Context: an optimization exercise on an open-source flow, tuned for small area and a short achievable clock period. The choices shown serve that exercise and are no tape-out recipe.
Function was checked by simulation only, so behaviour that the tests miss may differ from the original.
Power and IR drop assume default switching activity.

## lane 1
Design simple_fixed, start of the top module:
module simple_fixed (
  input  logic                   clock,
  input  logic                   reset,
  input  logic [2:0]             instr_format,
  input  logic [10:0]            op_code,
  input  logic [6:0]             dest_reg_addr,
  input  logic [127:0]           src_reg_a,
  input  logic [127:0]           src_reg_b,
  input  logic [17:0]            imm_value,
  input  logic                   enable_reg_write,
  input  logic                   branch_is_taken,
  output logic [127:0]           wb_data,
  output logic [6:0]             wb_reg_addr,
  output logic                   wb_enable_reg_write
);
clock: 5.0 ns
lec_check: 0
abc_area: 1
cap_margin: 20
core_margin: 2
core_utilization: 40
setup_slack_margin: 2.55
slew_margin: 20
standard.sh (not shown) runs the stock make flow with config.mk's settings and CLKGATE_MAP_FILE= SYNTH_SCRIPT=/design/flow/synth_recipe.tcl, a recipe that flattens the netlist after the stock synthesis.
==> flow/flow/run.sh <==
#!/bin/bash
# The standard layout (standard.sh: unchanged synthesis and steps) with two changes to how
# cells are chosen: the port buffers are the smallest buffer cell instead of the one
# buffer_ports picks by default, and clock tree synthesis uses clkbuf_4/clkbuf_8 in clusters
# of up to 16 sinks, without dummy loads. ORFS writes each step's log under orfs/logs/;
# make's own output goes to make_finish.log.
set -euo pipefail
cd "$(dirname "$0")/.."
bash standard.sh \
  "BUFFER_PORTS_ARGS=-buffer_cell sky130_fd_sc_hd__buf_1" \
  "CTS_ARGS=-sink_clustering_enable -repair_clock_nets -dont_use_dummy_load -buf_list {sky130_fd_sc_hd__clkbuf_4 sky130_fd_sc_hd__clkbuf_8} -sink_clustering_size 16 -sink_clustering_max_diameter 60" \
  finish > make_finish.log 2>&1
What lane 2 does differently from lane 1 at the input level:
Settings: CTS_BUF_LIST: unset -> sky130_fd_sc_hd__clkbuf_4 sky130_fd_sc_hd__clkbuf_8; SETUP_SLACK_MARGIN: 2.55 -> 2.7.
==> flow/flow/run.sh <==
#!/bin/bash
# The standard layout (standard.sh, unchanged synthesis and steps), except that the port
# buffers are the smallest buffer cell instead of the one buffer_ports picks by default.
# ORFS writes each step's log under orfs/logs/; make's own output goes to make_finish.log.
set -euo pipefail
cd "$(dirname "$0")/.."
bash standard.sh "BUFFER_PORTS_ARGS=-buffer_cell sky130_fd_sc_hd__buf_1" finish > make_finish.log 2>&1
Notes after the runs:
[diff] remaining max-slew budget at the tightest pin, lane 2 relative to lane 1: regression. Startpoint of the worst setup timing path: i_issue_reg.q_p[33] -> lane 2, instr_format[2] -> lane 1. Lane 2 has more setup slack than lane 1. Going from lane 1 to lane 2, the final clock skew was found to have gone down by 0.052 ns. CTS buffer count in lane 2 is 74% higher than in lane 1. Compared with lane 1, lane 2 improves peak clock frequency supported by timing. Lane 2 vs. lane 1: number of cells on the critical path grew by 10, number of antenna violations at the first check in global routing shrank by 6. Changes observed in lane 2 relative to lane 1: routed length per placed instance fell 0.88%; maximum fanout along the worst path saw a decrease; placed cell area now sits at about the same level.
Setup changes, lane 2 to lane 3
Settings: CTS_BUF_LIST no longer set, was sky130_fd_sc_hd__clkbuf_4 sky130_fd_sc_hd__clkbuf_8; SETUP_SLACK_MARGIN now 2.65, was 2.7.
==> flow/flow/run.sh <==
#!/bin/bash
# The standard layout (standard.sh: unchanged synthesis and steps) with two changes to how
# cells are chosen: the port buffers are the smallest buffer cell instead of the one
# buffer_ports picks by default, and clock tree synthesis uses clkbuf_4/clkbuf_8 in clusters
# of up to 16 sinks, without dummy loads. ORFS writes each step's log under orfs/logs/;
# make's own output goes to make_finish.log.
set -euo pipefail
cd "$(dirname "$0")/.."
bash standard.sh \
  "BUFFER_PORTS_ARGS=-buffer_cell sky130_fd_sc_hd__buf_1" \
  "CTS_ARGS=-sink_clustering_enable -repair_clock_nets -dont_use_dummy_load -buf_list {sky130_fd_sc_hd__clkbuf_4 sky130_fd_sc_hd__clkbuf_8} -sink_clustering_size 16 -sink_clustering_max_diameter 60" \
  finish > make_finish.log 2>&1
### Flow results
Comparing lane 2 against lane 3, there is no change at all in hold buffer count at CTS. Lane 3 and lane 2 ended up with nearly the same global-route wire length before repair. Changes observed in lane 3 relative to lane 2: design area went down; total combinational power did not really move; total power draw went down; worst hold margin went down; final critical-path share of the clock period went up. Register-to-register slack delta (lane 3 − lane 2): unfavourable. Diff lane 3 and lane 2: clock network power share higher in lane 2.
Setup changes, lane 3 to lane 4
Settings: swapping 2.65 for 2.4 in SETUP_SLACK_MARGIN; putting CTS_BUF_LIST at sky130_fd_sc_hd__clkbuf_4 sky130_fd_sc_hd__clkbuf_8 where nothing was set.
==> flow/flow/run.sh <==
#!/bin/bash
# The standard layout (standard.sh, unchanged synthesis and steps), except that the port
# buffers are the smallest buffer cell instead of the one buffer_ports picks by default.
# ORFS writes each step's log under orfs/logs/; make's own output goes to make_finish.log.
set -euo pipefail
cd "$(dirname "$0")/.."
bash standard.sh "BUFFER_PORTS_ARGS=-buffer_cell sky130_fd_sc_hd__buf_1" finish > make_finish.log 2>&1
### Flow results
- In the tables for lane 3 and lane 4, proportion of final cell area spent on non-clock buffers reads higher with lane 3.
- Per the comparison of lane 4 with lane 3, part of the power in the clock network now larger, utilization fell 0.43 points, maximum level of the CTS H-tree now larger, final max-slew violation count stayed essentially flat.
- The total routing usage reported by global routing of lane 3 and that of lane 4 are within noise of each other.
- Buffering stage count on the worst path with inverters included in lane 4 vs lane 3: up 2
- Relative to lane 3, the achievable clock frequency of lane 4 is lower by about 2.7%.
- Final area delta (lane 4 − lane 3): favourable
- Routed wire in lane 4 totals less than in lane 3.
## Diff of input files: lane 5 against lane 4
Settings: removing CTS_BUF_LIST (formerly sky130_fd_sc_hd__clkbuf_4 sky130_fd_sc_hd__clkbuf_8); changing SETUP_SLACK_MARGIN from 2.4 to 2.8.
==> flow/flow/run.sh <==
#!/bin/bash
# The standard layout (standard.sh: unchanged synthesis and steps) with two changes to how
# cells are chosen: the port buffers are the smallest buffer cell instead of the one
# buffer_ports picks by default, and clock tree synthesis uses clkbuf_4/clkbuf_8 in clusters
# of up to 16 sinks, without dummy loads. ORFS writes each step's log under orfs/logs/;
# make's own output goes to make_finish.log.
set -euo pipefail
cd "$(dirname "$0")/.."
bash standard.sh \
  "BUFFER_PORTS_ARGS=-buffer_cell sky130_fd_sc_hd__buf_1" \
  "CTS_ARGS=-sink_clustering_enable -repair_clock_nets -dont_use_dummy_load -buf_list {sky130_fd_sc_hd__clkbuf_4 sky130_fd_sc_hd__clkbuf_8} -sink_clustering_size 16 -sink_clustering_max_diameter 60" \
  finish > make_finish.log 2>&1
Notes after the runs:
Lane 5 did not stop at any stage, and its layout met the timing, design-rule and antenna checks. Lane 4 tops out at a lower clock frequency than lane 5. Lane 5 vs lane 4, worst setup path endpoint: wb_data[59] vs i_issue_reg.q_p[111]. Sort lane 5 and lane 4 by final instance area asc -> top: lane 4. Lane 5 vs. lane 4: tightest hold margin went down by 0.043 ns, buffer levels on the longest clock path shows no meaningful change, number of buffers created by CTS dropped about 40%.

[afterwards: timing with drivers on the ports]
No port has a modelled driver above. Below, the same layouts with a new extraction and two added sets of constraints. Step 1 sets driving cells, clkbuf_16 on the clock port and buf_2 on the other inputs (assumed; they add their load-dependent delay and slew). Step 2 moves the port delays by t, midway between the first and last clock arrival at a register: inputs arrive t later, outputs are due t later. That takes back most of the time a late clock gives input paths. Slacks: no drivers / after step 1 / after step 2; pairs: no drivers / after step 1.
| run | shift t [ns] | setup WS [ns] | hold slack, ns | cell pins on the clock port's net |
|---|---|---|---|---|
| lane 1 | 0.667 | 2.607 / 2.628 / 1.974 | 0.374 / 0.374 / 0.374 | 1 |
| lane 2 | 0.725 | 2.672 / 2.672 / 2.001 | 0.404 / 0.404 / 0.404 | 1 |
| lane 3 | 0.672 | 2.654 / 2.649 / 2.067 | 0.375 / 0.375 / 0.375 | 1 |
| lane 4 | 0.704 | 2.588 / 2.595 / 1.910 | 0.399 / 0.399 / 0.399 | 1 |
| lane 5 | 0.669 | 2.758 / 2.758 / 2.136 | 0.357 / 0.357 / 0.357 | 1 |
After both steps every run listed still meets setup and hold. The setup slack of lane 4, which loses most, moves by +0.007 ns with the drivers and by -0.678 ns with both steps.
